Source: an optimization exercise on an open RTL-to-GDS flow (aim: small area, a short achievable clock period and few clock cycles). Production flows keep margins and buffers that such runs may drop. The RTL was checked by simulation tests, not by an equivalence proof against the original design.

==> flow/design.v (outline; a module is shown in full before it is edited, if it fits) <==
// module mma_ram: 23 lines
// module mma_lane: 2206 lines
// module matrix_multiply_accumulate_top: 333 lines
module matrix_multiply_accumulate_top (
	input  logic               clk,
	input  logic               arst_n,
	input  logic               cfg_wr_en,
	input  logic [MSIZE_W-1:0] cfg_wr_data,
	input  logic               req_valid,
	output logic               req_ready,
	input  logic [REQ_W-1:0]   req_type,
	input  logic [IDX_W-1:0]   req_index,
	input  logic [DATA_W-1:0]  req_a_value,
	input  logic [DATA_W-1:0]  req_b_value,
	output logic               rsp_valid,
	input  logic               rsp_ready,
	output logic [DATA_W-1:0]  rsp_c_value
);
  // ...
==> flow/run.sh <==
#!/bin/bash
# synth_recipe.tcl (not shown) runs the flow's synth.tcl, then flattens the netlist and writes it again
# the make line also repeats each setting of config.mk as NAME=value (left out here)
make -C /OpenROAD-flow-scripts/flow DESIGN_CONFIG=/design/flow/config.mk WORK_HOME=/design/flow/orfs CLKGATE_MAP_FILE= SYNTH_SCRIPT=/design/flow/synth_recipe.tcl finish
==> flow/config.mk <==
export PLATFORM = sky130hd
export DESIGN_NAME = matrix_multiply_accumulate_top
export DESIGN_NICKNAME = matrix_multiply_accumulate_top
export VERILOG_FILES = /design/flow/design.v
export SDC_FILE = /design/flow/constraint.sdc
export NUM_CORES = 4
export LEC_CHECK = 0
export CAP_MARGIN = 20
export CORE_MARGIN = 2
export CORE_UTILIZATION = 40
export SLEW_MARGIN = 20
==> flow/constraint.sdc <==
create_clock -name core_clock -period 8.0 [get_ports {clk}]
set_input_delay 1.6000 -clock core_clock [delete_from_list [all_inputs] [get_ports {clk}]]
set_output_delay 1.6000 -clock core_clock [all_outputs]
set_load 0.01 [all_outputs]
==> reports/results.txt, run 1 <==
Multi-input gates = 13700
Invs w/o clock = 1953
WL met2 = 613 mm
Post-synth EDFFs = 6289
Status = no timing/DRC/antenna violations
CTS sink count = 8926
Most common cell after layout, fill and taps aside = edfxtp_1
Most used DFF post-synth = edfxtp_1
Critical R2R Launch = q0[0]
Adder-Cell Fraction of Synth Area = 0.105
Crit path required time = 8710 ps
Most used cell, CP = a21oi_1
H-tree Lvls = 6
Seq_cells = 8926
WL final = 1340 mm
Count leader, synth = edfxtp_1
Highest-delay cell along the critical path = nor2_4
Design area = 473000 um^2
Clock latency (worst-skew pair) = 1150 ps
Final hold violations = 0
Syn nets = 29100
Synth Instances = 26700
Grt met1 use = 0.336
Wirelength per Cell = 32.5 um
Worst min path class = reg2reg
Area Growth Syn to Fin = 11.7%
Relative max-transition margin = 0.156
Xor and xnor area share after synthesis = 0.0501
Seq area share = 0.513
Critical Path AT = 6200 ps
Testbench counts, summed over its fixed seeds: cycles 16,581.
==> run 2: changes to the inputs <==
--- a/flow/config.mk
+++ b/flow/config.mk
@@ -5,7 +5,9 @@
 export SDC_FILE = /design/flow/constraint.sdc
 export NUM_CORES = 4
 export LEC_CHECK = 0
+export ABC_CLOCK_PERIOD_IN_PS = 3500
 export CAP_MARGIN = 20
 export CORE_MARGIN = 2
 export CORE_UTILIZATION = 40
+export SETUP_SLACK_MARGIN = 4.5
 export SLEW_MARGIN = 20
==> reports/results.txt, run 2 <==
Placer Congestion = 0.909 (was 0.921)
Critical Path AT = 2330 ps (was 6200 ps)
Largest cells by area after synthesis = edfxtp_1 (45%), mux4_2 (15%), dfxtp_1 (12%) (unchanged)
Buf/Inv on CP = 1 (unchanged)
Commonest cells post-synth = edfxtp_1 (6289), mux4_2 (2811), dfxtp_1 (2555) (unchanged)
Placed inst area = 442000 um^2 (about the same)
Slew Viols, Final = 0 (unchanged)
Worst setup path class = reg2out (was reg2reg)
Antenna viol nets, final = 0 (unchanged)
Routed vias = 252000 (was 244000)
Most common cell after layout, fill and taps aside = edfxtp_1 (unchanged)
Die Span Y = 1.03 mm (unchanged)
R2R setup slack = 4240 ps (was 2500 ps)
Clk_skew = 85.8 ps (was 108 ps)
Clock transition at path regs = 60 ps (about the same)
Via/cell ratio = 6.01 (was 5.93)
WP depth = 1 (was 11)
Most frequent cells in the layout = edfxtp_1 (6289), mux4_2 (2811), dfxtp_1 (2364), a22oi_1 (2004), fa_1 (1946) (was edfxtp_1 (6289), mux4_2 (2811), dfxtp_1 (2413), a22oi_1 (2048), fa_1 (2009))
Regs by FF count = g_bbank.u_ram_b.mem_q (2048), u_ram_a.mem_q (2048), u_ram_c.mem_q (2048) (unchanged)
Clock latency (worst-skew pair) = 1150 ps (about the same)
CTS root buf = clkbuf_16 (unchanged)
Post-synthesis register bit count = 8926 (unchanged)
Seq/Total Area, Yosys = 0.571 (unchanged)
Crit Path Max Fanout = 5 (was 32)
Post-synth EDFFs = 6289 (unchanged)
Hold path depth = 0 (unchanged)
Setup TNS = 0 ps (unchanged)
Unrepaired setup endpoints after global routing = yes (was no)
Most used DFF post-synth = edfxtp_1 (unchanged)
Gr usage total = 0.264 (was 0.247)
Critical path launch point type = flop (unchanged)
Largest net degree at the start of global routing = 157 (was 181)
R2r worst-path depth = 23 (was 11)
Min Tclk post-route = 3930 ps (was 5500 ps)
Area Growth Syn to Fin = 15.1% (was 11.7%)
Die area = 1070000 um^2 (unchanged)
Count leader, synth = edfxtp_1 (unchanged)
CP max stage delay = 870 ps (was 930 ps)
CP endpoint kind = output pin (was flop)
Core Footprint = 1060000 um^2 (unchanged)
Number of I/O port buffers = 114 (unchanged)
Cell variety after synth = 68 (unchanged)
# DRC = 0 (unchanged)
Syn nets = 29100 (unchanged)
Synthesized area = 424000 um^2 (unchanged)
Max-Cap Viols = 0 (unchanged)
Top cell type's share of synthesized area = 0.446 (unchanged)
Family with the most delay on the worst path = flip-flops (was simple AND/OR/NAND/NOR gates)
Highest-delay cell along the critical path = edfxtp_1 (was nor2_4)
Layout cell share with drive strength beyond 1 = 0.238 (was 0.203)
Relative max-transition margin = 0.162 (was 0.156)
Worst slew pin tran = 1260 ps (was 1230 ps)
Grt ovf = 0 (unchanged)
Chip width = 1.03 mm (unchanged)
Achievable frequency = 255 MHz (was 182 MHz)
Drt first pass iters = 7 (was 8)
Final Cycle Share = 0.491 (was 0.687)
Drt initial violations = 36200 (was 33100)
H-tree Lvls = 6 (unchanged)
Dpl hpwl = 820 mm (was 812 mm)
WL final = 1440 mm (was 1340 mm)
CTS tree = yes (unchanged)
Design area = 487000 um^2 (was 473000 um^2)
Initial antenna violation count = 104 (was 80)
CP cell instances = buf_2 (was nand2b_1, or2_2, ha_1, a21oi_1, nor2b_1, o21ai_0, a21oi_1, nor3b_1, nand3_2, buf_4, nor2_4)
Crit path required time = 6400 ps (was 8710 ps)
Finish-stage setup viols = 0 (unchanged)
Wirelength per Cell = 34.3 um (was 32.5 um)
Final #Nets = 29400 (was 28700)
Worst min path class = reg2reg (unchanged)
Avg Cell Area, Syn = 15.9 um^2 (unchanged)
Post-Route Utilization = 0.461 (was 0.447)
Worst-case clock buffer depth = 5 (unchanged)
CTS sink count = 8926 (unchanged)
Synth Instances = 26700 (unchanged)
Cts bufs inserted = 903 (was 902)
Fillers = 90400 (was 91700)
IO Pins = 115 (unchanged)
Global-route wire length before repair = 1990 mm (was 1890 mm)
Row count = 378 (unchanged)
Status = no timing/DRC/antenna violations (unchanged)
Synth area leader = edfxtp_1 (unchanged)
Initial core utilization = 0.401 (unchanged)
Number of global-route vias before repair = 256000 (was 251000)
Final hold violations = 0 (unchanged)
Ys async rst share = 0.00919 (unchanged)
Synth Warn # = 22 (unchanged)
==> run 2: cell types whose count changed in the layout (fill, tap and decap cells not counted), sizes merged <==
cell / before / now
clkdlybuf4s50: 113 / 79
nor2: 577 / 655
clkinvlp: 35 / 46
nand2: 1699 / 1700
dlygate4sd2: 0 / 2
diode: 105 / 106
clkinv: 285 / 315
clkdlybuf4s15: 0 / 9
bufbuf: 0 / 56
bufinv: 92 / 112
buf: 636 / 1253
clkbuf: 1210 / 1215
==> run 2: what timing repair did <==
item	4_1_cts	5_1_grt
resized for setup	749	291
hold buffers	0	0
buffers inserted	446	143
cloned	154	27
setup endpoints to repair	5616	2430
pin swaps	229	146
==> run 2: layout make-up <==
type,count,area [um^2],area share
antenna,106,265,0.000544
clock buffer,1185,24800,0.0508
clock inverter,498,5880,0.0121
inverter,1953,7350,0.0151
multi-input combinational,13800,170000,0.348
sequential,8926,243000,0.498
tap,14100,17600,0.0361
timing repair buffer,1429,19300,0.0397
==> run 2: per-stage QoR <==
stage	std cells	setup slack (ps)	hold slack, ps
after floorplan	26700	3760	310
after global placement	39400	3050	311
after detailed placement	39400	3260	312
after CTS	41700	4060	265
after global routing	41900	4090	309
final	42000	4070	306
==> run 2: final timing paths <==
check / start / to
setup / recovery: f0_d[17] / rsp_c_value[17]
hold / removal: w_c_q[0][28] / wb1_c_q[28]
setup reg to reg: wb1_old_q[0] / wb2_sum_q[11]
hold reg to reg: w_c_q[0][28] / wb1_c_q[28]
max in group asynchronous: arst_n / v2_q
min in group asynchronous: arst_n / msize_q[1]
==> run 2: routing by layer <==
layer,global-route usage,vias to the layer above,routed length (um)
met1,0.347,133000,537000
li1,-,98900,-
met2,0.403,16400,647000
met4,0.138,38,92600
met5,0.00365,-,554
met3,0.0705,3519,161000
==> run 2: cell families after synthesis <==
kind of cell    share of synthesized area
compound gates                     0.0437
xor+xnor                           0.0501
fa+ha+maj                           0.105
buf+inv                            0.0364
flops                               0.571
mux                                 0.162
simple gates                       0.0314
==> module matrix_multiply_accumulate_top, before the edit <==
module matrix_multiply_accumulate_top (
	input  logic               clk,
	input  logic               arst_n,
	input  logic               cfg_wr_en,
	input  logic [MSIZE_W-1:0] cfg_wr_data,
	input  logic               req_valid,
	output logic               req_ready,
	input  logic [REQ_W-1:0]   req_type,
	input  logic [IDX_W-1:0]   req_index,
	input  logic [DATA_W-1:0]  req_a_value,
	input  logic [DATA_W-1:0]  req_b_value,
	output logic               rsp_valid,
	input  logic               rsp_ready,
	output logic [DATA_W-1:0]  rsp_c_value
);
	localparam int NL = 8;
	function automatic logic [6:0] sq(input logic [3:0] n);
		logic [6:0] r;
		case (n)
			4'd1:    r = 7'd1;
			4'd2:    r = 7'd4;
			4'd3:    r = 7'd9;
			4'd4:    r = 7'd16;
			4'd5:    r = 7'd25;
			4'd6:    r = 7'd36;
			4'd7:    r = 7'd49;
			default: r = 7'd64;
		endcase
		sq = r;
	endfunction
	logic [MSIZE_W-1:0] msize_q;
	logic [3:0]         n_use;
	always_comb begin
		if (msize_q == '0) begin
			n_use = 4'd1;
		end else if (msize_q > 4'd8) begin
			n_use = 4'd8;
		end else begin
			n_use = msize_q;
		end
	end
	mma_pkg::mma_item_t q0, q1, in_item;
	logic               q0_v, q1_v;
	logic               take;
	logic               pop;
	assign in_item   = {req_type, req_index, req_a_value, req_b_value, n_use};
	assign req_ready = !q1_v;
	assign take      = req_valid && !q1_v;
	logic        issue_q;           
	logic        busy_q;            
	logic [3:0]  nacc_q;
	logic [6:0]  nsq_acc_q;
	logic [5:0]  a_addr_q;
	logic [2:0]  k_q;
	logic [5:0]  base_q;
	logic [6:0]  wb_done_q;
	logic              f0_v, f1_v;
	logic [DATA_W-1:0] f0_d, f1_d;
	logic              rsp_pop;
	logic       h_in_range;
	logic       can;
	logic       h_load, h_acc, h_read, h_clear;
	logic [DATA_W-1:0] c_rd_read;
	logic [63:0]       cval_q;
	logic [DATA_W-1:0] read_val;
	assign h_in_range = {1'b0, q0.idx} < sq(q0.n);
	always_comb begin
		unique case (q0.kind)
			REQ_LOAD:  can = !issue_q;
			REQ_ACC:   can = !busy_q;
			REQ_READ:  can = !f1_v && (!busy_q || ({1'b0, q0.idx} >= nsq_acc_q)
			                            || ({1'b0, q0.idx} < wb_done_q));
			default:   can = !busy_q;
		endcase
	end
	assign pop     = q0_v && can;
	assign h_load  = pop && (q0.kind == REQ_LOAD);
	assign h_acc   = pop && (q0.kind == REQ_ACC);
	assign h_read  = pop && (q0.kind == REQ_READ);
	assign h_clear = pop && (q0.kind == REQ_CLEAR);
	assign read_val = (h_in_range && cval_q[q0.idx]) ? c_rd_read : '0;
	always_ff @(posedge clk or negedge arst_n) begin
		if (!arst_n) begin
			msize_q <= MSIZE_RESET;
			q0_v    <= 1'b0;
			q1_v    <= 1'b0;
		end else begin
			if (cfg_wr_en) begin
				msize_q <= cfg_wr_data;
			end
			if (pop) begin
				q0_v <= q1_v || take;
				q1_v <= 1'b0;
			end else if (!q0_v) begin
				q0_v <= take;
			end else if (!q1_v) begin
				q1_v <= take;
			end
		end
	end
	always_ff @(posedge clk) begin
		if (!q1_v) begin
			q1 <= in_item;
		end
		if (pop) begin
			q0 <= q1_v ? q1 : in_item;
		end else if (!q0_v) begin
			q0 <= in_item;
		end
	end
	logic [DATA_W-1:0] a_rd;
	logic [DATA_W-1:0] b_bank [NL];
	logic [2:0]        brow_q [NL];
	logic [2:0]        brot_q;
	logic              ab_we;
	assign ab_we = h_load && h_in_range;
	mma_ram #(.WIDTH(DATA_W), .DEPTH(64), .NRD(1)) u_ram_a (
		.clk   (clk),
		.we    (ab_we),
		.waddr (q0.idx),
		.wdata (q0.a),
		.raddr (a_addr_q),
		.rdata (a_rd)
	);
	for (genvar j = 0; j < NL; j++) begin : g_bbank
		mma_ram #(.WIDTH(DATA_W), .DEPTH(8), .NRD(1)) u_ram_b (
			.clk   (clk),
			.we    (ab_we && (q0.idx[2:0] == j[2:0])),
			.waddr (q0.idx[5:3]),
			.wdata (q0.b),
			.raddr (brow_q[j]),
			.rdata (b_bank[j])
		);
	end
	logic [5:0] base_nxt;
	logic       k_last;
	assign k_last = ({1'b0, k_q} == nacc_q - 4'd1);
	always_comb begin
		if (h_acc || k_last) begin
			base_nxt = '0;
		end else begin
			base_nxt = base_q + {2'b00, nacc_q};
		end
	end
	always_ff @(posedge clk or negedge arst_n) begin
		if (!arst_n) begin
			issue_q <= 1'b0;
		end else begin
			if (h_acc) begin
				issue_q <= 1'b1;
			end else if (issue_q && ({1'b0, a_addr_q} == nsq_acc_q - 7'd1)) begin
				issue_q <= 1'b0;
			end
		end
	end
	always_ff @(posedge clk) begin
		if (h_acc) begin
			nacc_q    <= q0.n;
			nsq_acc_q <= sq(q0.n);
			a_addr_q  <= '0;
			k_q       <= '0;
		end else if (issue_q) begin
			a_addr_q <= a_addr_q + 6'd1;
			k_q      <= k_last ? 3'd0 : k_q + 3'd1;
		end
		if (h_acc || issue_q) begin
			base_q <= base_nxt;
			brot_q <= base_nxt[2:0];
			for (int j = 0; j < NL; j++) begin
				brow_q[j] <= base_nxt[5:3] + ((j[2:0] < base_nxt[2:0]) ? 3'd1 : 3'd0);
			end
		end
	end
	logic [DATA_W-1:0] rot1 [NL];
	logic [DATA_W-1:0] rot2 [NL];
	logic [DATA_W-1:0] rot4 [NL];
	logic [15:0]       one_d, two_d, neg_d;
	logic [15:0]       one1_q, two1_q, neg1_q;
	logic [DATA_W-1:0] b1_q [NL];
	logic              v1_q, first1_q, last1_q;
	always_comb begin
		for (int c = 0; c < NL; c++) begin
			rot1[c] = brot_q[0] ? b_bank[(c + 1) % NL] : b_bank[c];
		end
		for (int c = 0; c < NL; c++) begin
			rot2[c] = brot_q[1] ? rot1[(c + 2) % NL] : rot1[c];
		end
		for (int c = 0; c < NL; c++) begin
			rot4[c] = brot_q[2] ? rot2[(c + 4) % NL] : rot2[c];
		end
	end
	always_comb begin
		for (int j = 0; j < 16; j++) begin
			logic am1, a0, a1;
			am1 = (j == 0) ? 1'b0 : a_rd[2*j-1];
			a0  = a_rd[2*j];
			a1  = a_rd[2*j+1];
			one_d[j] = a0 ^ am1;
			two_d[j] = (a1 & !a0 & !am1) | (!a1 & a0 & am1);
			neg_d[j] = a1;
		end
	end
	always_ff @(posedge clk) begin
		one1_q   <= one_d;
		two1_q   <= two_d;
		neg1_q   <= neg_d;
		first1_q <= (k_q == 3'd0);
		last1_q  <= k_last;
		for (int c = 0; c < NL; c++) begin
			b1_q[c] <= rot4[c];
		end
	end
	logic              v2_q, first2_q, last2_q;
	logic [DATA_W-1:0] acc_s [NL];
	logic [DATA_W-1:0] acc_c [NL];
	for (genvar c = 0; c < NL; c++) begin : g_lane
		mma_lane u_lane (
			.clk       (clk),
			.one       (one1_q),
			.two       (two1_q),
			.neg       (neg1_q),
			.b         (b1_q[c]),
			.first     (first2_q),
			.acc_s_nxt (acc_s[c]),
			.acc_c_nxt (acc_c[c])
		);
	end
	always_ff @(posedge clk) begin
		first2_q <= first1_q;
		last2_q  <= last1_q;
	end
	logic [DATA_W-1:0] w_s_q [NL];
	logic [DATA_W-1:0] w_c_q [NL];
	logic [3:0]        wb_cnt_q;
	logic [5:0]        wb_ptr_q;
	logic              wb1_v_q, wb2_v_q;
	logic [5:0]        wb1_addr_q, wb2_addr_q;
	logic [DATA_W-1:0] wb1_s_q, wb1_c_q, wb1_old_q;
	logic [DATA_W-1:0] wb2_sum_q;
	logic [DATA_W-1:0] c_rd_wb;
	logic              wb_load;
	assign wb_load = v2_q && last2_q;
	always_ff @(posedge clk or negedge arst_n) begin
		if (!arst_n) begin
			v1_q     <= 1'b0;
			v2_q     <= 1'b0;
			wb_cnt_q <= '0;
			wb1_v_q  <= 1'b0;
			wb2_v_q  <= 1'b0;
			busy_q   <= 1'b0;
			cval_q   <= '0;
		end else begin
			v1_q    <= issue_q;
			v2_q    <= v1_q;
			wb1_v_q <= wb_cnt_q != '0;
			wb2_v_q <= wb1_v_q;
			if (wb_load) begin
				wb_cnt_q <= nacc_q;
			end else if (wb_cnt_q != '0) begin
				wb_cnt_q <= wb_cnt_q - 4'd1;
			end
			if (h_acc) begin
				busy_q <= 1'b1;
			end else if (wb2_v_q && (wb_done_q == nsq_acc_q - 7'd1)) begin
				busy_q <= 1'b0;
			end
			if (h_clear) begin
				cval_q <= '0;
			end else if (wb2_v_q) begin
				cval_q[wb2_addr_q] <= 1'b1;
			end
		end
	end
	always_ff @(posedge clk) begin
		for (int c = 0; c < NL; c++) begin
			w_s_q[c] <= wb_load ? acc_s[c] : ((c + 1 < NL) ? w_s_q[(c + 1) % NL] : '0);
			w_c_q[c] <= wb_load ? acc_c[c] : ((c + 1 < NL) ? w_c_q[(c + 1) % NL] : '0);
		end
		if (h_acc) begin
			wb_ptr_q  <= '0;
			wb_done_q <= '0;
		end else begin
			if (wb_cnt_q != '0) begin
				wb_ptr_q <= wb_ptr_q + 6'd1;
			end
			if (wb2_v_q) begin
				wb_done_q <= wb_done_q + 7'd1;
			end
		end
		wb1_addr_q <= wb_ptr_q;
		wb1_s_q    <= w_s_q[0];
		wb1_c_q    <= w_c_q[0];
		wb1_old_q  <= cval_q[wb_ptr_q] ? c_rd_wb : '0;
		wb2_addr_q <= wb1_addr_q;
		wb2_sum_q  <= wb1_old_q + wb1_s_q + wb1_c_q;
	end
	mma_ram #(.WIDTH(DATA_W), .DEPTH(64), .NRD(2)) u_ram_c (
		.clk   (clk),
		.we    (wb2_v_q),
		.waddr (wb2_addr_q),
		.wdata (wb2_sum_q),
		.raddr ({wb_ptr_q, q0.idx}),
		.rdata ({c_rd_wb, c_rd_read})
	);
	assign rsp_pop = f0_v && rsp_ready;
	always_ff @(posedge clk or negedge arst_n) begin
		if (!arst_n) begin
			f0_v <= 1'b0;
			f1_v <= 1'b0;
		end else begin
			if (rsp_pop) begin
				f0_v <= f1_v || h_read;
				f1_v <= 1'b0;
			end else if (!f0_v) begin
				f0_v <= h_read;
			end else if (!f1_v) begin
				f1_v <= h_read;
			end
		end
	end
	always_ff @(posedge clk) begin
		if (!f1_v) begin
			f1_d <= read_val;
		end
		if (rsp_pop) begin
			f0_d <= f1_v ? f1_d : read_val;
		end else if (!f0_v) begin
			f0_d <= read_val;
		end
	end
	assign rsp_valid   = f0_v;
	assign rsp_c_value = f0_d;
endmodule
==> run 3: changes to the inputs <==
--- a/flow/design.v
+++ b/flow/design.v
@@ -2310,16 +2310,21 @@
 	logic       h_in_range;
 	logic       can;
 	logic       h_load, h_acc, h_read, h_clear;
-	logic [DATA_W-1:0] c_rd_read;
+	logic [DATA_W-1:0] c_rd;
 	logic [63:0]       cval_q;
 	logic [DATA_W-1:0] read_val;
+	logic              rd_byp;
+	logic              rd_port;
+	logic [3:0]        wb_cnt_q;
+	logic              wb2_v_q;
+	logic [5:0]        wb2_addr_q;
+	logic [DATA_W-1:0] wb2_sum_q;
 	assign h_in_range = {1'b0, q0.idx} < sq(q0.n);
 	always_comb begin
 		unique case (q0.kind)
 			REQ_LOAD:  can = !issue_q;
 			REQ_ACC:   can = !busy_q;
-			REQ_READ:  can = !f1_v && (!busy_q || ({1'b0, q0.idx} >= nsq_acc_q)
-			                            || ({1'b0, q0.idx} < wb_done_q));
+			REQ_READ:  can = !f1_v && (rd_byp || rd_port);
 			default:   can = !busy_q;
 		endcase
 	end
@@ -2328,7 +2333,12 @@
 	assign h_acc   = pop && (q0.kind == REQ_ACC);
 	assign h_read  = pop && (q0.kind == REQ_READ);
 	assign h_clear = pop && (q0.kind == REQ_CLEAR);
-	assign read_val = (h_in_range && cval_q[q0.idx]) ? c_rd_read : '0;
+	assign rd_byp   = wb2_v_q && (wb2_addr_q == q0.idx);
+	assign rd_port  = (wb_cnt_q == '0) && (!busy_q || ({1'b0, q0.idx} >= nsq_acc_q)
+	                                       || ({1'b0, q0.idx} < wb_done_q));
+	assign read_val = !h_in_range ? '0 :
+	                  rd_byp      ? wb2_sum_q :
+	                  cval_q[q0.idx] ? c_rd : '0;
 	always_ff @(posedge clk or negedge arst_n) begin
 		if (!arst_n) begin
 			msize_q <= MSIZE_RESET;
@@ -2363,21 +2373,36 @@
 	logic [2:0]        brow_q [NL];
 	logic [2:0]        brot_q;
 	logic              ab_we;
+	logic              wr_v_q;
+	logic [5:0]        wr_idx_q;
+	logic [DATA_W-1:0] wr_a_q, wr_b_q;
 	assign ab_we = h_load && h_in_range;
+	always_ff @(posedge clk or negedge arst_n) begin
+		if (!arst_n) begin
+			wr_v_q <= 1'b0;
+		end else begin
+			wr_v_q <= ab_we;
+		end
+	end
+	always_ff @(posedge clk) begin
+		wr_idx_q <= q0.idx;
+		wr_a_q   <= q0.a;
+		wr_b_q   <= q0.b;
+	end
 	mma_ram #(.WIDTH(DATA_W), .DEPTH(64), .NRD(1)) u_ram_a (
 		.clk   (clk),
-		.we    (ab_we),
-		.waddr (q0.idx),
-		.wdata (q0.a),
+		.we    (wr_v_q),
+		.waddr (wr_idx_q),
+		.wdata (wr_a_q),
 		.raddr (a_addr_q),
 		.rdata (a_rd)
 	);
 	for (genvar j = 0; j < NL; j++) begin : g_bbank
 		mma_ram #(.WIDTH(DATA_W), .DEPTH(8), .NRD(1)) u_ram_b (
 			.clk   (clk),
-			.we    (ab_we && (q0.idx[2:0] == j[2:0])),
-			.waddr (q0.idx[5:3]),
-			.wdata (q0.b),
+			.we    (wr_v_q && (wr_idx_q[2:0] == j[2:0])),
+			.waddr (wr_idx_q[5:3]),
+			.wdata (wr_b_q),
 			.raddr (brow_q[j]),
 			.rdata (b_bank[j])
 		);
@@ -2425,7 +2450,9 @@
 	logic [DATA_W-1:0] rot2 [NL];
 	logic [DATA_W-1:0] rot4 [NL];
 	logic [15:0]       one_d, two_d, neg_d;
-	logic [15:0]       one1_q, two1_q, neg1_q;
+	logic [15:0]       one1_q [NL/2];
+	logic [15:0]       two1_q [NL/2];
+	logic [15:0]       neg1_q [NL/2];
 	logic [DATA_W-1:0] b1_q [NL];
 	logic              v1_q, first1_q, last1_q;
 	always_comb begin
@@ -2451,9 +2478,11 @@
 		end
 	end
 	always_ff @(posedge clk) begin
-		one1_q   <= one_d;
-		two1_q   <= two_d;
-		neg1_q   <= neg_d;
+		for (int p = 0; p < NL / 2; p++) begin
+			one1_q[p] <= one_d;
+			two1_q[p] <= two_d;
+			neg1_q[p] <= neg_d;
+		end
 		first1_q <= (k_q == 3'd0);
 		last1_q  <= k_last;
 		for (int c = 0; c < NL; c++) begin
@@ -2466,9 +2495,9 @@
 	for (genvar c = 0; c < NL; c++) begin : g_lane
 		mma_lane u_lane (
 			.clk       (clk),
-			.one       (one1_q),
-			.two       (two1_q),
-			.neg       (neg1_q),
+			.one       (one1_q[c / 2]),
+			.two       (two1_q[c / 2]),
+			.neg       (neg1_q[c / 2]),
 			.b         (b1_q[c]),
 			.first     (first2_q),
 			.acc_s_nxt (acc_s[c]),
@@ -2481,13 +2510,10 @@
 	end
 	logic [DATA_W-1:0] w_s_q [NL];
 	logic [DATA_W-1:0] w_c_q [NL];
-	logic [3:0]        wb_cnt_q;
 	logic [5:0]        wb_ptr_q;
-	logic              wb1_v_q, wb2_v_q;
-	logic [5:0]        wb1_addr_q, wb2_addr_q;
+	logic              wb1_v_q;
+	logic [5:0]        wb1_addr_q;
 	logic [DATA_W-1:0] wb1_s_q, wb1_c_q, wb1_old_q;
-	logic [DATA_W-1:0] wb2_sum_q;
-	logic [DATA_W-1:0] c_rd_wb;
 	logic              wb_load;
 	assign wb_load = v2_q && last2_q;
 	always_ff @(posedge clk or negedge arst_n) begin
@@ -2540,17 +2566,17 @@
 		wb1_addr_q <= wb_ptr_q;
 		wb1_s_q    <= w_s_q[0];
 		wb1_c_q    <= w_c_q[0];
-		wb1_old_q  <= cval_q[wb_ptr_q] ? c_rd_wb : '0;
+		wb1_old_q  <= cval_q[wb_ptr_q] ? c_rd : '0;
 		wb2_addr_q <= wb1_addr_q;
 		wb2_sum_q  <= wb1_old_q + wb1_s_q + wb1_c_q;
 	end
-	mma_ram #(.WIDTH(DATA_W), .DEPTH(64), .NRD(2)) u_ram_c (
+	mma_ram #(.WIDTH(DATA_W), .DEPTH(64), .NRD(1)) u_ram_c (
 		.clk   (clk),
 		.we    (wb2_v_q),
 		.waddr (wb2_addr_q),
 		.wdata (wb2_sum_q),
-		.raddr ({wb_ptr_q, q0.idx}),
-		.rdata ({c_rd_wb, c_rd_read})
+		.raddr ((wb_cnt_q != '0) ? wb_ptr_q : q0.idx),
+		.rdata (c_rd)
 	);
 	assign rsp_pop = f0_v && rsp_ready;
 	always_ff @(posedge clk or negedge arst_n) begin
--- a/flow/config.mk
+++ b/flow/config.mk
@@ -5,9 +5,8 @@
 export SDC_FILE = /design/flow/constraint.sdc
 export NUM_CORES = 4
 export LEC_CHECK = 0
-export ABC_CLOCK_PERIOD_IN_PS = 3500
 export CAP_MARGIN = 20
 export CORE_MARGIN = 2
-export CORE_UTILIZATION = 40
-export SETUP_SLACK_MARGIN = 4.5
+export CORE_UTILIZATION = 55
+export SETUP_SLACK_MARGIN = 4.6
 export SLEW_MARGIN = 20
==> reports/results.txt, run 3 <==
Status = no timing/DRC/antenna violations (unchanged)
Chip width = 868 um (was 1.03 mm)
Clock latency (worst-skew pair) = 1270 ps (was 1150 ps)
Finish-stage setup viols = 0 (unchanged)
Global-route wire length before repair = 1930 mm (was 1990 mm)
Worst-case clock buffer depth = 4 (was 5)
Layout cell share with drive strength beyond 1 = 0.229 (was 0.238)
Most frequent cells in the layout = edfxtp_1 (6289), dfxtp_1 (2335), fa_1 (1947), a22oi_1 (1932), inv_1 (1907) (was edfxtp_1 (6289), mux4_2 (2811), dfxtp_1 (2364), a22oi_1 (2004), fa_1 (1946))
IO Pins = 115 (unchanged)
Final hold violations = 0 (unchanged)
Relative max-transition margin = 0.139 (was 0.162)
WL final = 1410 mm (was 1440 mm)
Regs by FF count = g_bbank.u_ram_b.mem_q (2048), u_ram_a.mem_q (2048), u_ram_c.mem_q (2048) (unchanged)
Placer Congestion = 0.929 (was 0.909)
Syn nets = 29900 (was 29100)
Ys async rst share = 0.00923 (was 0.00919)
Largest net degree at the start of global routing = 257 (was 157)
Die area = 754000 um^2 (was 1070000 um^2)
Min Tclk post-route = 3990 ps (was 3930 ps)
Die Span Y = 868 um (was 1.03 mm)
CTS tree = yes (unchanged)
Cts bufs inserted = 898 (was 903)
Number of I/O port buffers = 114 (unchanged)
CP endpoint kind = flop (was output pin)
Worst min path class = reg2reg (unchanged)
Number of global-route vias before repair = 251000 (was 256000)
Drt initial violations = 37100 (was 36200)
Avg Cell Area, Syn = 14.9 um^2 (was 15.9 um^2)
Post-Route Utilization = 0.641 (was 0.461)
Crit path required time = 9100 ps (was 6400 ps)
Post-synthesis register bit count = 8991 (was 8926)
Unrepaired setup endpoints after global routing = yes (unchanged)
Count leader, synth = edfxtp_1 (unchanged)
Achievable frequency = 251 MHz (was 255 MHz)
Fillers = 53500 (was 90400)
Met3 wire len = 177 mm (was 161 mm)
Core Footprint = 744000 um^2 (was 1060000 um^2)
Setup TNS = 0 ps (unchanged)
Max-Cap Viols = 0 (unchanged)
Clock transition at path regs = 70 ps (was 60 ps)
Gr usage total = 0.364 (was 0.264)
Seq/Total Area, Yosys = 0.593 (was 0.571)
Worst setup path class = reg2reg (was reg2out)
CTS root buf = clkbuf_16 (unchanged)
Critical path launch point type = flop (unchanged)
Cell variety after synth = 72 (was 68)
Via/cell ratio = 6.50 (was 6.01)
Final Cycle Share = 0.498 (was 0.491)
Post-synth EDFFs = 6289 (unchanged)
Worst slew pin tran = 1290 ps (was 1260 ps)
Drt first pass iters = 9 (was 7)
H-tree Lvls = 6 (unchanged)
Most used DFF post-synth = edfxtp_1 (unchanged)
Antenna viol nets, final = 0 (unchanged)
Routed vias = 252000 (about the same)
Initial core utilization = 0.552 (was 0.401)
Top cell type's share of synthesized area = 0.460 (was 0.446)
CTS sink count = 8991 (was 8926)
Synthesized area = 411000 um^2 (was 424000 um^2)
Area Growth Syn to Fin = 16.2% (was 15.1%)
Clk_skew = 112 ps (was 85.8 ps)
Commonest cells post-synth = edfxtp_1 (6289), dfxtp_1 (2619), a22oi_1 (2048) (was edfxtp_1 (6289), mux4_2 (2811), dfxtp_1 (2555))
Initial antenna violation count = 86 (was 104)
Largest cells by area after synthesis = edfxtp_1 (46%), dfxtp_1 (13%), fa_1 (9.8%) (was edfxtp_1 (45%), mux4_2 (15%), dfxtp_1 (12%))
# DRC = 0 (unchanged)
Wirelength per Cell = 36.3 um (was 34.3 um)
Met1 WL = 528 mm (was 537 mm)
WL met2 = 616 mm (was 647 mm)
Synth Warn # = 27 (was 22)
Synth Instances = 27500 (was 26700)
Slew Viols, Final = 0 (unchanged)
Most common cell after layout, fill and taps aside = edfxtp_1 (unchanged)
Grt ovf = 0 (unchanged)
Final #Nets = 30400 (was 29400)
Crit Path Max Fanout = 6 (was 5)
Critical Path AT = 5090 ps (was 2330 ps)
Dpl hpwl = 749 mm (was 820 mm)
Synth area leader = edfxtp_1 (unchanged)
DR top layer = met5 (unchanged)
Row count = 317 (was 378)
[run 3: path summary, 6_finish.rpt]
kind	from	endpoint	slack (ps)	cells past startpoint
min in group asynchronous	arst_n	cval_q[34]	340	1
min reg2reg	wb1_addr_q[3]	wb2_addr_q[3]	290	0
max	wb_cnt_q[1]	f0_d[2]	4010	19
max reg2reg	wb_cnt_q[1]	f0_d[2]	4010	19
min	wb1_addr_q[3]	wb2_addr_q[3]	290	0
max in group asynchronous	arst_n	q1_v	6420	2
[run 3: critical path, cell delays in order, from the launching register on]
cell	delay (ps)
dfrtp_1	400
inv_2	80
ha_4	140
nor3b_4	250
bufinv_16	220
a21oi_4	150
buf_12	170
buf_12	130
buf_6	100
buf_16	130
buf_6	100
buf_8	90
buf_16	100
nand2_4	40
a32oi_2	220
a31oi_2	140
nor4_4	690
mux2i_2	210
a2bb2oi_2	210
a211oi_2	240
[run 3: final cells by class]
cell class,instances,area [um^2],area share
Tap cell,9889,12400,0.0259
Inverter,1953,7390,0.0155
Sequential cell,8991,244000,0.511
Clock inverter,441,4490,0.00941
Timing Repair inverter,1,8.76,0.0000184
Timing Repair Buffer,1691,24300,0.0509
Clock buffer,1247,25200,0.0527
Multi-Input combinational cell,14500,159000,0.334
Antenna cell,54,135,0.000283
[run 3: through the flow]
step / cells / instance area (um^2) / hold WS, ps / setup slack, ps
after global routing: 38700 / 477000 / 319 / 3970
after floorplan: 27500 / 411000 / 310 / 4520
after global placement: 36100 / 424000 / 311 / 3060
final: 38700 / 477000 / 287 / 4010
after CTS: 38400 / 469000 / 322 / 4090
after detailed placement: 36100 / 424000 / 312 / 3000
[run 3: repair_timing]
action	in CTS	in global routing
pin swaps	349	428
hold buffers	0	0
hold endpoints to repair	0	0
setup buffers	470	211
resized for setup	1417	824
gates cloned	177	60
endpoints found under the setup margin	2168	788
[run 3: routing by layer]
metal  track usage  vias up
li1              -   100000
met1         0.499   131000
met2         0.540    16800
met3         0.107     3815
met4         0.168       40
met5       0.00375        -
[run 3: cells by family after synthesis]
family | synth area share
XOR/XNOR | 0.0518
buffers and inverters | 0.0378
AO/OA/AOI/OAI | 0.0557
flip-flops | 0.593
AND/OR/NAND/NOR | 0.0416
multiplexers | 0.113
adder cells (fa/ha/maj) | 0.108
Testbench counts of run 3, summed over its fixed seeds: cycles 16,453.
==> run 4: changes to the inputs <==
--- a/flow/design.v
+++ b/flow/design.v
@@ -2289,13 +2289,14 @@
 			n_use = msize_q;
 		end
 	end
-	mma_pkg::mma_item_t q0, q1, in_item;
+	mma_pkg::mma_item_t q0, q1, in_item, q0_d;
 	logic               q0_v, q1_v;
+	logic               q1_free_q;        
 	logic               take;
 	logic               pop;
 	assign in_item   = {req_type, req_index, req_a_value, req_b_value, n_use};
-	assign req_ready = !q1_v;
-	assign take      = req_valid && !q1_v;
+	assign req_ready = q1_free_q;
+	assign take      = req_valid && q1_free_q;
 	logic        issue_q;           
 	logic        busy_q;            
 	logic [3:0]  nacc_q;
@@ -2315,7 +2316,9 @@
 	logic [DATA_W-1:0] read_val;
 	logic              rd_byp;
 	logic              rd_port;
-	logic [3:0]        wb_cnt_q;
+	logic [3:0]        wb_cnt_q, wb_cnt_d;
+	logic [5:0]        wb_ptr_q, wb_ptr_d;
+	logic [5:0]        c_raddr_q;
 	logic              wb2_v_q;
 	logic [5:0]        wb2_addr_q;
 	logic [DATA_W-1:0] wb2_sum_q;
@@ -2342,19 +2345,22 @@
 	always_ff @(posedge clk or negedge arst_n) begin
 		if (!arst_n) begin
 			msize_q <= MSIZE_RESET;
-			q0_v    <= 1'b0;
-			q1_v    <= 1'b0;
+			q0_v      <= 1'b0;
+			q1_v      <= 1'b0;
+			q1_free_q <= 1'b1;
 		end else begin
 			if (cfg_wr_en) begin
 				msize_q <= cfg_wr_data;
 			end
 			if (pop) begin
-				q0_v <= q1_v || take;
-				q1_v <= 1'b0;
+				q0_v      <= q1_v || take;
+				q1_v      <= 1'b0;
+				q1_free_q <= 1'b1;
 			end else if (!q0_v) begin
 				q0_v <= take;
 			end else if (!q1_v) begin
-				q1_v <= take;
+				q1_v      <= take;
+				q1_free_q <= !take;
 			end
 		end
 	end
@@ -2362,10 +2368,15 @@
 		if (!q1_v) begin
 			q1 <= in_item;
 		end
+		q0 <= q0_d;
+	end
+	always_comb begin
 		if (pop) begin
-			q0 <= q1_v ? q1 : in_item;
+			q0_d = q1_v ? q1 : in_item;
 		end else if (!q0_v) begin
-			q0 <= in_item;
+			q0_d = in_item;
+		end else begin
+			q0_d = q0;
 		end
 	end
 	logic [DATA_W-1:0] a_rd;
@@ -2510,12 +2521,27 @@
 	end
 	logic [DATA_W-1:0] w_s_q [NL];
 	logic [DATA_W-1:0] w_c_q [NL];
-	logic [5:0]        wb_ptr_q;
 	logic              wb1_v_q;
 	logic [5:0]        wb1_addr_q;
 	logic [DATA_W-1:0] wb1_s_q, wb1_c_q, wb1_old_q;
 	logic              wb_load;
 	assign wb_load = v2_q && last2_q;
+	always_comb begin
+		if (wb_load) begin
+			wb_cnt_d = nacc_q;
+		end else if (wb_cnt_q != '0) begin
+			wb_cnt_d = wb_cnt_q - 4'd1;
+		end else begin
+			wb_cnt_d = wb_cnt_q;
+		end
+		if (h_acc) begin
+			wb_ptr_d = '0;
+		end else if (wb_cnt_q != '0) begin
+			wb_ptr_d = wb_ptr_q + 6'd1;
+		end else begin
+			wb_ptr_d = wb_ptr_q;
+		end
+	end
 	always_ff @(posedge clk or negedge arst_n) begin
 		if (!arst_n) begin
 			v1_q     <= 1'b0;
@@ -2530,11 +2556,7 @@
 			v2_q    <= v1_q;
 			wb1_v_q <= wb_cnt_q != '0;
 			wb2_v_q <= wb1_v_q;
-			if (wb_load) begin
-				wb_cnt_q <= nacc_q;
-			end else if (wb_cnt_q != '0) begin
-				wb_cnt_q <= wb_cnt_q - 4'd1;
-			end
+			wb_cnt_q <= wb_cnt_d;
 			if (h_acc) begin
 				busy_q <= 1'b1;
 			end else if (wb2_v_q && (wb_done_q == nsq_acc_q - 7'd1)) begin
@@ -2552,13 +2574,11 @@
 			w_s_q[c] <= wb_load ? acc_s[c] : ((c + 1 < NL) ? w_s_q[(c + 1) % NL] : '0);
 			w_c_q[c] <= wb_load ? acc_c[c] : ((c + 1 < NL) ? w_c_q[(c + 1) % NL] : '0);
 		end
+		wb_ptr_q  <= wb_ptr_d;
+		c_raddr_q <= (wb_cnt_d != '0) ? wb_ptr_d : q0_d.idx;
 		if (h_acc) begin
-			wb_ptr_q  <= '0;
 			wb_done_q <= '0;
 		end else begin
-			if (wb_cnt_q != '0) begin
-				wb_ptr_q <= wb_ptr_q + 6'd1;
-			end
 			if (wb2_v_q) begin
 				wb_done_q <= wb_done_q + 7'd1;
 			end
@@ -2575,7 +2595,7 @@
 		.we    (wb2_v_q),
 		.waddr (wb2_addr_q),
 		.wdata (wb2_sum_q),
-		.raddr ((wb_cnt_q != '0) ? wb_ptr_q : q0.idx),
+		.raddr (c_raddr_q),
 		.rdata (c_rd)
 	);
 	assign rsp_pop = f0_v && rsp_ready;
--- a/flow/config.mk
+++ b/flow/config.mk
@@ -8,5 +8,8 @@
 export CAP_MARGIN = 20
 export CORE_MARGIN = 2
 export CORE_UTILIZATION = 55
+export CTS_BUF_LIST = sky130_fd_sc_hd__clkbuf_16
+export CTS_CLUSTER_DIAMETER = 80
+export CTS_CLUSTER_SIZE = 30
 export SETUP_SLACK_MARGIN = 4.6
 export SLEW_MARGIN = 20
==> reports/results.txt, run 4 <==
CTS hold repair buffers = 0 (unchanged)
Final hold violations = 0 (unchanged)
Crit path required time = 6400 ps (was 9100 ps)
Initial core utilization = 0.551 (was 0.552)
CTS sink count = 8998 (was 8991)
Most used DFF post-synth = edfxtp_1 (unchanged)
Drt first pass iters = 8 (was 9)
Clock latency (worst-skew pair) = 1190 ps (was 1270 ps)
Gr usage total = 0.343 (was 0.364)
Number of global-route vias before repair = 237000 (was 251000)
Antenna viol nets, final = 0 (unchanged)
IO Pins = 115 (unchanged)
Avg Cell Area, Syn = 15.7 um^2 (was 14.9 um^2)
GRT met2 Usage = 0.520 (was 0.540)
Die area = 753000 um^2 (was 754000 um^2)
Unrepaired setup endpoints after global routing = yes (unchanged)
H-tree Lvls = 5 (was 6)
WL final = 1330 mm (was 1410 mm)
Row count = 317 (unchanged)
Synth area leader = edfxtp_1 (unchanged)
Top cell type's share of synthesized area = 0.460 (about the same)
Grt met1 use = 0.482 (was 0.499)
Highest-delay cell along the critical path = edfxtp_1 (was nor4_4)
Dpl hpwl = 750 mm (was 749 mm)
Relative max-transition margin = 0.145 (was 0.139)
Synth Instances = 26200 (was 27500)
Synth Warn # = 27 (unchanged)
Post-synth EDFFs = 6283 (was 6289)
Worst-case clock buffer depth = 4 (unchanged)
Chip width = 868 um (about the same)
Regs by FF count = g_bbank.u_ram_b.mem_q (2048), u_ram_a.mem_q (2048), u_ram_c.mem_q (2048) (unchanged)
Initial antenna violation count = 94 (was 86)
Clk_skew = 109 ps (was 112 ps)
Finish-stage setup viols = 0 (unchanged)
Layout cell share with drive strength beyond 1 = 0.198 (was 0.229)
Worst setup path class = reg2out (was reg2reg)
Via/cell ratio = 6.54 (was 6.50)
Commonest cells post-synth = edfxtp_1 (6283), dfxtp_1 (2631), mux4_2 (2089) (was edfxtp_1 (6289), dfxtp_1 (2619), a22oi_1 (2048))
Core Footprint = 744000 um^2 (unchanged)
Busiest grt layer = met2 (unchanged)
Placed inst area = 424000 um^2 (about the same)
Status = no timing/DRC/antenna violations (unchanged)
Worst slew pin tran = 1280 ps (was 1290 ps)
Post-Route Utilization = 0.609 (was 0.641)
Clock transition at path regs = 100 ps (was 70 ps)
Syn nets = 28600 (was 29900)
Max-Cap Viols = 0 (unchanged)
Synthesized area = 410000 um^2 (was 411000 um^2)
Critical path launch point type = flop (unchanged)
Worst Setup SP = f0_d[30] (was wb_cnt_q[1])
CTS root buf = clkbuf_16 (unchanged)
Wirelength per Cell = 36.6 um (was 36.3 um)
CP cell instances = buf_6 (was inv_2, ha_4, nor3b_4, bufinv_16, a21oi_4, buf_12, buf_12, buf_6, buf_16, buf_6, buf_8, buf_16, nand2_4, a32oi_2, a31oi_2, nor4_4, mux2i_2, a2bb2oi_2, a211oi_2)
Post-synthesis register bit count = 8998 (was 8991)
Largest cells by area after synthesis = edfxtp_1 (46%), dfxtp_1 (13%), mux4_2 (11%) (was edfxtp_1 (46%), dfxtp_1 (13%), fa_1 (9.8%))
CP max stage delay = 620 ps (was 690 ps)
Slew Viols, Final = 0 (unchanged)
CP endpoint kind = output pin (was flop)
Final #Nets = 28400 (was 30400)
# DRC = 0 (unchanged)
Seq/Total Area, Yosys = 0.593 (about the same)
Global-route wire length before repair = 1820 mm (was 1930 mm)
Number of I/O port buffers = 114 (unchanged)
Ys async rst share = 0.00934 (was 0.00923)
Placer Congestion = 0.933 (was 0.929)
Routing usage on met3 = 0.0829 (was 0.107)
Critical Path AT = 1980 ps (was 5090 ps)
Min Tclk post-route = 3580 ps (was 3990 ps)
Largest net degree at the start of global routing = 183 (was 257)
Drt initial violations = 33200 (was 37100)
Hold wc startpoint = w_c_q[0][1] (was wb1_addr_q[3])
Most common cell after layout, fill and taps aside = edfxtp_1 (unchanged)
Buf/Inv on CP = 1 (was 9)
Design area = 453000 um^2 (was 477000 um^2)
Worst hold slack = 327 ps (was 287 ps)
Final Cycle Share = 0.448 (was 0.498)
Setup TNS = 0 ps (unchanged)
Area Growth Syn to Fin = 10.4% (was 16.2%)
Cell variety after synth = 80 (was 72)
Achievable frequency = 279 MHz (was 251 MHz)
Family with the most delay on the worst path = flip-flops (was buffers and inverters)
Die Span Y = 868 um (about the same)
Routed vias = 238000 (was 252000)
Cts bufs inserted = 467 (was 898)
Grt ovf = 0 (unchanged)
CTS tree = yes (unchanged)
Most frequent cells in the layout = edfxtp_1 (6283), dfxtp_1 (2339), mux4_2 (2089), a22oi_1 (1989), fa_1 (1984) (was edfxtp_1 (6289), dfxtp_1 (2335), fa_1 (1947), a22oi_1 (1932), inv_1 (1907))
Count leader, synth = edfxtp_1 (unchanged)
Worst min path class = reg2reg (unchanged)
Crit Path Max Fanout = 1 (was 6)
-- run 4: path summary, 6_finish.rpt --
check                                   to  slack [ps]  cells past startpoint
max                        rsp_c_value[30]        4420                      1
min                             wb1_c_q[1]         330                      0
max reg2reg                       f0_d[18]        4450                     11
min reg2reg                     wb1_c_q[1]         330                      0
max in group asynchronous             q0_v        6110                      2
min in group asynchronous       cval_q[48]         420                      1
-- run 4: timing repair --
action                                  CTS  global route
endpoints found under the hold margin     0             0
setup endpoints to repair              1793           591
pin swaps                                 7           141
gates cloned                             60            87
setup buffers                           232           125
resized for setup                       631           399
-- run 4: final cells by class --
type / count / area (um^2)
sequential: 8998 / 244000
clock inverter: 403 / 5160
tap: 9889 / 12400
antenna: 52 / 130
multi-input combinational: 13300 / 155000
fill: 55200 / 291000
timing repair buffer: 1277 / 16700
clock buffer: 477 / 11900
inverter: 1965 / 7390
-- run 4: per-stage QoR --
step                cells  setup slack, ps
global placement    34900             3460
detailed placement  34900             3440
CTS                 36100             4300
finish              36300             4420
floorplan           26200             4590
global route        36300             4390
-- run 4: cells by family (layout without fill, tap and decap cells) --
family | count (synthesis) | after routing | synth area share
compound gates | 2829 | 2829 | 0.0504
xor+xnor | 2430 | 2430 | 0.0519
fa+ha+maj | 2339 | 2339 | 0.108
buf+inv | 3930 | 4122 | 0.0368
flops | 8998 | 8998 | 0.593
mux | 2510 | 2511 | 0.126
other cells | 0 | 52 | 0
simple gates | 3176 | 3178 | 0.0342
-- run 4: routing by layer --
metal	vias to the layer above	routed length, um	share of wire
li1	94300	-	-
met1	126000	512000	0.38
met2	14500	594000	0.45
met3	2929	150000	0.11
met4	28	74000	0.056
met5	-	252	0.00019
Testbench counts of run 4, summed over its fixed seeds: cycles 16,453.

## static timing again, ports no longer ideal
No port has a modelled driver above. Below, the same layouts with a new extraction and two added sets of constraints.
Step 1: set_driving_cell puts a clkbuf_16 on clk and a buf_2 on each other input, an assumption about the parent block.
Step 2 times the ports against the registers' clock, not the clock port: input delays grow and output delays shrink by t, the midpoint of the rising clock arrivals with the driver on.
a / b / c = no drivers / after step 1 / after step 2; a / b = the first two.
run	shift t [ns]	setup slack, ns	hold slack, ns
run 1	1.252	2.503 / 2.503 / 2.503	0.305 / 0.224 / 0.305
run 2	1.286	4.072 / 3.911 / 3.762	0.306 / 0.211 / 0.306
run 3	1.389	4.013 / 3.866 / 3.453	0.287 / 0.287 / 0.287
run 4	1.291	4.419 / 4.262 / 3.865	0.327 / 0.327 / 0.327
After both steps every run listed still meets setup and hold. For run 3, which loses most, drivers alone change the setup slack by -0.147 ns; drivers and shift together by -0.560 ns.
